Source: an optimization exercise on an open RTL-to-GDS flow (aim: small area, a short achievable clock period and few clock cycles per item). Production flows keep margins and buffers that such runs may drop.
In this exercise RTL edits were held to simulation tests only and were not proved equivalent to the original.

$ cat design.v
package hsl2rgb_pkg;
  localparam int unsigned HueW  = 9;
  localparam int unsigned PctW  = 7;
  localparam int unsigned ChanW = 8;
  localparam logic [PctW-1:0] PctMax  = 7'd100;
  localparam logic [PctW-1:0] PctHalf = 7'd50;
endpackage
module hsl2rgb_chan
(
  input  logic [18:0] r_i,
  output logic [7:0]  lvl_o
);
  logic [26:0] x, acc;
  assign x   = 27'(r_i);
  assign acc = (x >> 14) + (x >> 10) + (x >> 8) + (x >> 5) - (x >> 3) - (x >> 1)
             - (x << 4) + (x << 7) + 27'd5;
  assign lvl_o = acc[24:17];
endmodule
module hsl2rgb_plat
(
  input  logic [13:0] q_i,
  input  logic [6:0]  l_i,
  output logic [7:0]  lq_o,
  output logic [7:0]  lp_o
);
  logic [22:0] x, acc;
  logic [9:0]  frac, thr;
  logic [3:0]  tens, ones;
  logic [8:0]  whole;    
  assign x   = 23'(q_i);
  assign acc = (x << 9) - (x << 7) + (x << 5) + (x << 1) - (x >> 2) + (x >> 4)
             - (x >> 6) - (x >> 8) - (x >> 11);
  assign lq_o = acc[21:14];
  assign frac = acc[13:4];
  always_comb begin
    tens = 4'd0;
    for (int i = 1; i <= 10; i++) begin
      if (l_i >= 7'(10 * i)) tens = 4'(i);
    end
  end
  assign ones  = 4'(l_i - 7'(tens * 4'd10));
  assign whole = 9'(l_i) * 9'd5 + 9'(tens);
  always_comb begin
    case (ones)
      4'd0:    thr = 10'd8;
      4'd1:    thr = 10'd103;
      4'd2:    thr = 10'd206;
      4'd3:    thr = 10'd308;
      4'd4:    thr = 10'd410;
      4'd5:    thr = 10'd513;
      4'd6:    thr = 10'd615;
      4'd7:    thr = 10'd718;
      4'd8:    thr = 10'd820;
      default: thr = 10'd922;
    endcase
  end
  assign lp_o = 8'(whole - 9'(lq_o) - 9'(frac >= thr));
endmodule
module hsl_to_rgb_converter_unit
(
  input  logic             clk_i,
  input  logic             rst_ni,
  input  logic             in_valid_i,
  output logic             in_ready_o,
  input  logic [hsl2rgb_pkg::HueW-1:0]  hue_degrees_i,
  input  logic [hsl2rgb_pkg::PctW-1:0]  saturation_pct_i,
  input  logic [hsl2rgb_pkg::PctW-1:0]  lightness_pct_i,
  output logic             out_valid_o,
  input  logic             out_ready_i,
  output logic [hsl2rgb_pkg::ChanW-1:0] red_o,
  output logic [hsl2rgb_pkg::ChanW-1:0] green_o,
  output logic [hsl2rgb_pkg::ChanW-1:0] blue_o
);
  logic v1_q, v2_q;
  logic en1, en2;
  assign en2 = !v2_q || out_ready_i;
  assign en1 = !v1_q || en2;
  assign in_ready_o  = en1;
  assign out_valid_o = v2_q;
  always_ff @(posedge clk_i or negedge rst_ni) begin
    if (!rst_ni) begin
      v1_q <= 1'b0;
      v2_q <= 1'b0;
    end else begin
      if (en1) v1_q <= in_valid_i;
      if (en2) v2_q <= v1_q;
    end
  end
  logic [2:0]  sec;     
  logic [5:0]  w;       
  logic [6:0]  s, l, m;
  logic [4:0]  a;       
  logic        neg;     
  logic [12:0] c;
  always_comb begin
    logic [8:0] h;
    h = hue_degrees_i;
    if      (h >= 9'd480) begin sec = 3'd2; w = 6'(h - 9'd480); end
    else if (h >= 9'd420) begin sec = 3'd1; w = 6'(h - 9'd420); end
    else if (h >= 9'd360) begin sec = 3'd0; w = 6'(h - 9'd360); end
    else if (h >= 9'd300) begin sec = 3'd5; w = 6'(h - 9'd300); end
    else if (h >= 9'd240) begin sec = 3'd4; w = 6'(h - 9'd240); end
    else if (h >= 9'd180) begin sec = 3'd3; w = 6'(h - 9'd180); end
    else if (h >= 9'd120) begin sec = 3'd2; w = 6'(h - 9'd120); end
    else if (h >= 9'd60)  begin sec = 3'd1; w = 6'(h - 9'd60);  end
    else                  begin sec = 3'd0; w = 6'(h);          end
  end
  assign a   = 5'((w >= 6'd30) ? w - 6'd30 : 6'd30 - w);
  assign neg = (w < 6'd30) ^ sec[0];
  assign s = (saturation_pct_i > hsl2rgb_pkg::PctMax) ? hsl2rgb_pkg::PctMax : saturation_pct_i;
  assign l = (lightness_pct_i  > hsl2rgb_pkg::PctMax) ? hsl2rgb_pkg::PctMax : lightness_pct_i;
  assign m = (l < hsl2rgb_pkg::PctHalf) ? l : hsl2rgb_pkg::PctMax - l;
  assign c = 13'(m[5:0] * s);
  logic [12:0] c1_q;
  logic [6:0]  l1_q;
  logic [4:0]  a1_q;
  logic        neg1_q;
  logic [2:0]  sec1_q;
  always_ff @(posedge clk_i) begin
    if (en1) begin
      c1_q   <= c;
      l1_q   <= l;
      a1_q   <= a;
      neg1_q <= neg;
      sec1_q <= sec;
    end
  end
  logic [17:0] ca;
  logic [18:0] r;
  logic [13:0] q;
  logic [7:0]  lq, lp, lr;
  assign ca = 18'(c1_q * a1_q);
  assign r  = 19'(l1_q * 12'd3000) + (19'(ca) ^ {19{neg1_q}}) + 19'(neg1_q);
  assign q  = 14'(l1_q * 7'd100) + 14'(c1_q);
  hsl2rgb_chan u_ramp (.r_i(r), .lvl_o(lr));
  hsl2rgb_plat u_plat (.q_i(q), .l_i(l1_q), .lq_o(lq), .lp_o(lp));
  logic [7:0] lq2_q, lp2_q, lr2_q;
  logic [2:0] sec2_q;
  always_ff @(posedge clk_i) begin
    if (en2) begin
      lq2_q  <= lq;
      lp2_q  <= lp;
      lr2_q  <= lr;
      sec2_q <= sec1_q;
    end
  end
  always_comb begin
    case (sec2_q)
      3'd0:    begin red_o = lq2_q; green_o = lr2_q; blue_o = lp2_q; end
      3'd1:    begin red_o = lr2_q; green_o = lq2_q; blue_o = lp2_q; end
      3'd2:    begin red_o = lp2_q; green_o = lq2_q; blue_o = lr2_q; end
      3'd3:    begin red_o = lp2_q; green_o = lr2_q; blue_o = lq2_q; end
      3'd4:    begin red_o = lr2_q; green_o = lp2_q; blue_o = lq2_q; end
      default: begin red_o = lq2_q; green_o = lp2_q; blue_o = lr2_q; end
    endcase
  end
endmodule
$ cat run.sh
#!/bin/bash
# synth_recipe.tcl (not shown) runs the flow's synth.tcl, then flattens the netlist and writes it again
# the make line also repeats each setting of config.mk as NAME=value (left out here)
make -C /OpenROAD-flow-scripts/flow DESIGN_CONFIG=/design/flow/config.mk WORK_HOME=/design/flow/orfs CLKGATE_MAP_FILE= SYNTH_SCRIPT=/design/flow/synth_recipe.tcl finish
$ cat config.mk
export PLATFORM = sky130hd
export DESIGN_NAME = hsl_to_rgb_converter_unit
export DESIGN_NICKNAME = hsl_to_rgb_converter_unit
export VERILOG_FILES = /design/flow/design.v
export SDC_FILE = /design/flow/constraint.sdc
export NUM_CORES = 4
export LEC_CHECK = 0
export CAP_MARGIN = 20
export CORE_MARGIN = 2
export CORE_UTILIZATION = 40
export SLEW_MARGIN = 20
$ cat constraint.sdc
create_clock -name core_clock -period 9.5 [get_ports {clk_i}]
set_input_delay 1.9000 -clock core_clock [delete_from_list [all_inputs] [get_ports {clk_i}]]
set_output_delay 1.9000 -clock core_clock [all_outputs]
set_load 0.01 [all_outputs]
==> results.yml <==
worst_hold_path:
  hold_path_depth: 1
  hp-class: "flop to flop"
  hp-start: "v1_q"
  hold_end: "v2_q"
clocking:
  cts_buffer_depth: 2
  root_buffer: "clkbuf_16"
  clkTransAtPathRegs_ns: 0.06
  numClockSinks: 58
  cts_buffers: 9
  ctsHoldBuffers: 0
  cts_tree: "done"
  htree_levels: 3
  insertion_delay_ns: 0.35
floorplanning:
  die_h_um: 212.5
  core_sq_um: 42980
  io_pins: 53
  die_area_sq_um: 45170
  fp-row-count: 76
  die_w_um: 212.5
  start_util_pct: 40.47
critical_path:
  crit_path_max_incr_delay_ns: 0.52
  path_max_fanout: 4
  startpoint_type: "flop"
  path_common_cell: "fa_1"
  required_ns: 9.60
  crit_slowest_cell: "fa_1"
  r2r_end: "lr2_q[7]"
  path_class: "flop to flop"
  r2r-start: "a1_q[2]"
  ff2ff_setup_slack_ns: -1.06
  r2r.worst_path.cells: 43
  worstPathArrival_ns: 10.66
  worstSetupEndpointType: "flop"
timing:
  fin_crit_sh_pct: 111.2
  max_freq_mhz: 94.66
  min_period_ns: 10.56
  clock_skew_ns: 0.01274
  finalWorstSetupSlack_ns: -1.064
  maxSlewHeadroom_pct: 22.91
  finalHoldViolations: 0
  rsz0062_at_grt: "true"
  final-max-slew-violation-count: 0
  worst_pin_slew_ns: 1.152
  finalSetupViolCount: 13
synth:
  avgSynthCellArea_sq_um: 9.046
  ys_seq_elements: 58
  netlist_instances: 1923
  syn_area_sq_um: 17400
  syn-num-nets: 2471
  yosysTopAreaCell: "ha_1"
  synth_edf_count: 56
  yosys_warnings: 2
  yosysSeqAreaShare_pct: 9.955
  ys_dominant_reg_cell: "edfxtp_1"
  ys_types: 96
  yosysTopAreaCellShare_pct: 23.81
  async_flop_share_pct: 3.448
  synthTopCellsByArea: "ha_1, fa_1, edfxtp_1"
finish:
  fin_util_pct: 52.89
  final_cells: 2908
  area_growth_pct: 30.69
  fin_area_sq_um: 22730
  fill_cells: 3895
  n_antenna_cell: 0
  nets: 2866
  drive_gt1_share_pct: 25.66
detailed_routing:
  drt_pass1_iterations: 6
  via_per_inst: 5.034
  routed_wirelength_um: 44460
  drt_iter0_drc: 682
  vias: 14640
  routedWlPerCell_um: 15.29
  drc_errors: 0
  postRouteAntennaNets: 0
placed_design:
  io_buffers: 52
  dpl_cell_area_sq_um: 20950
  gp_congestion: 0.9059
  post-place-cells: 2820
  hpwl_um: 37040
global_routing:
  gr-total-overflow: 0
  antenna_found_initial: 0
  grt_pass1_vias: 15300
  grt_pass1_wl_um: 73690
  grt_max_degree: 68
  grt_usage_pct: 20.13
run:
  maxCapViolations: 0
outcome:
  violations: "negative setup slack"
  status: "finished with violations"
-- logic make-up after synthesis --
| group | count (synthesis) | synth area share [%] |
|---|---|---|
| adder cells (fa/ha/maj) | 521 | 45.67 |
| AND/OR/NAND/NOR | 429 | 12.27 |
| buffers and inverters | 395 | 8.696 |
| AO/OA/AOI/OAI | 346 | 14.17 |
| XOR/XNOR | 150 | 7.761 |
| flip-flops | 58 | 9.955 |
| multiplexers | 24 | 1.474 |
-- metrics by stage --
| stage | hold WS, ns | setup WS (ns) | setup TNS, ns |
|---|---|---|---|
| after floorplan | 0.4003 | -0.9223 | -8.354 |
| after global placement | 0.4463 | -1.337 | -13.30 |
| after detailed placement | 0.4647 | -1.599 | -16.05 |
| after CTS | 0.4807 | -1.129 | -9.344 |
| after global routing | 0.5032 | -1.532 | -16.02 |
| final | 0.4720 | -1.064 | -9.891 |
-- synth_stat cells (3+ instances only) --
| cell | count |
|---|---|
| inv_1 | 358 |
| ha_1 | 331 |
| fa_1 | 190 |
| nand2_1 | 140 |
| xnor2_1 | 107 |
| nor2_1 | 83 |
| a21oi_1 | 80 |
| edfxtp_1 | 56 |
| and2_1 | 51 |
| o21ai_0 | 48 |
| xor2_1 | 39 |
| a21o_1 | 32 |
| nor2b_1 | 25 |
| nand3_1 | 24 |
| nand2b_1 | 23 |
| clkbuf_1 | 22 |
| nor3_1 | 21 |
| o21a_1 | 20 |
| o21bai_1 | 18 |
| mux2i_1 | 17 |
| a211oi_1 | 14 |
| o211ai_1 | 14 |
| a31oi_1 | 11 |
| or2_2 | 11 |
| a221oi_1 | 10 |
| a22o_1 | 9 |
| and3_1 | 9 |
| o21ai_1 | 9 |
| a31o_2 | 8 |
| or3_1 | 8 |
| a211o_1 | 6 |
| buf_2 | 6 |
| nand4_1 | 6 |
| a311oi_1 | 5 |
| buf_1 | 5 |
| o311ai_1 | 5 |
| a21oi_2 | 4 |
| nand3b_1 | 4 |
| o22ai_1 | 4 |
| a21boi_1 | 3 |
| mux2_2 | 3 |
| nor3b_1 | 3 |
| xnor2_2 | 3 |
-- cells in the final DEF (no fill, tap or decap), drive strengths merged, types with 12 or more instances in the layout --
master,synthesis,routed
a211oi,15,15
a21o,32,32
a21oi,84,84
a221oi,12,12
a31oi,12,12
and2,52,52
buf,15,369
clkdlybuf4s50,0,52
edfxtp,56,56
fa,190,190
ha,331,331
inv,358,358
mux2i,17,17
nand2,140,140
nand2b,23,23
nand3,24,24
nor2,84,84
nor2b,25,25
nor3,22,22
o211ai,14,14
o21a,20,20
o21ai,58,58
o21bai,18,18
or2,13,13
xnor2,110,110
xor2,39,39
-- repair_timing --
item                                    in CTS  in global routing
endpoints found under the setup margin      15                 15
pin swaps                                  120                 77
buffers inserted                            57                 18
gates resized for setup                     93                 73
-- worst max-delay path by stage --
stage            start       end  slack [ns]  depth (start not counted)
2_1_floorplan  l1_q[5]  lr2_q[7]       -0.92                         45
3_3_place_gp   c1_q[1]  lr2_q[7]       -1.34                         42
3_5_place_dp   c1_q[1]  lr2_q[7]       -1.60                         42
4_1_cts        a1_q[2]  lr2_q[7]       -1.13                         45
5_1_grt        a1_q[2]  lr2_q[7]       -1.53                         49
6_report       a1_q[2]  lr2_q[7]       -1.06                         43
-- metal layers --
metal	GRT usage, %	up-vias	wire (um)
met3	2.674	53	1562
li1	-	7227	-
met4	4.220	0	780
met2	35.24	237	21820
met5	0	-	0
met1	26.50	7123	20300
-- sequential cells by signal (all words and copies together) (netlist names) --
| register | cells |
|---|---|
| c1_q | 13 |
| lp2_q | 8 |
| lq2_q | 8 |
| lr2_q | 8 |
| l1_q | 7 |
| a1_q | 5 |
| sec1_q | 3 |
| sec2_q | 3 |
| neg1_q | 1 |
| v1_q | 1 |
| v2_q | 1 |
-- worst max-delay path, delay by kind of cell (launching register included) --
| family | cells | cell delay, ns |
|---|---|---|
| AO/OA/AOI/OAI | 15 | 3.42 |
| AND/OR/NAND/NOR | 7 | 1.23 |
| XOR/XNOR | 4 | 0.70 |
| adder cells (fa/ha/maj) | 11 | 3.95 |
| buffers and inverters | 6 | 0.52 |
| flip-flops | 1 | 0.47 |
-- layout make-up --
| cell class | instances | area [sq um] | area share, % |
|---|---|---|---|
| clock buffer | 10 | 229.0 | 1.007 |
| tap | 585 | 732.0 | 3.220 |
| multi-input combinational | 1470 | 15230 | 67.01 |
| inverter | 358 | 1344 | 5.911 |
| clock inverter | 6 | 115.1 | 0.5063 |
| sequential | 58 | 1732 | 7.617 |
| timing repair buffer | 421 | 3348 | 14.73 |
Testbench counts, summed over its fixed seeds: cycles 12,016, items 12,000.

[port drivers added, routing unchanged]
The results above use ideal ports. As a check the final layout listed here was re-extracted and re-timed, cells and wires unchanged. Step 1: set_driving_cell puts a clkbuf_16 on clk_i and a buf_2 on each other input, an assumption about the parent block. Step 2 adds t to the input delays and takes it off the output delays; t is the mean of the earliest and latest rising clock arrival at the registers after step 1. Input paths then give back, and output paths get back, about the clock's delay inside the block. a / b / c = no drivers / after step 1 / after step 2; a / b = the first two.
t (ns): 0.401
setup WS [ns]: -1.064 / -1.064 / -1.064
hold WS [ns]: 0.472 / 0.472 / 0.472
The setup slack of this run moves by 0.000 ns with the drivers and by 0.000 ns with both steps.
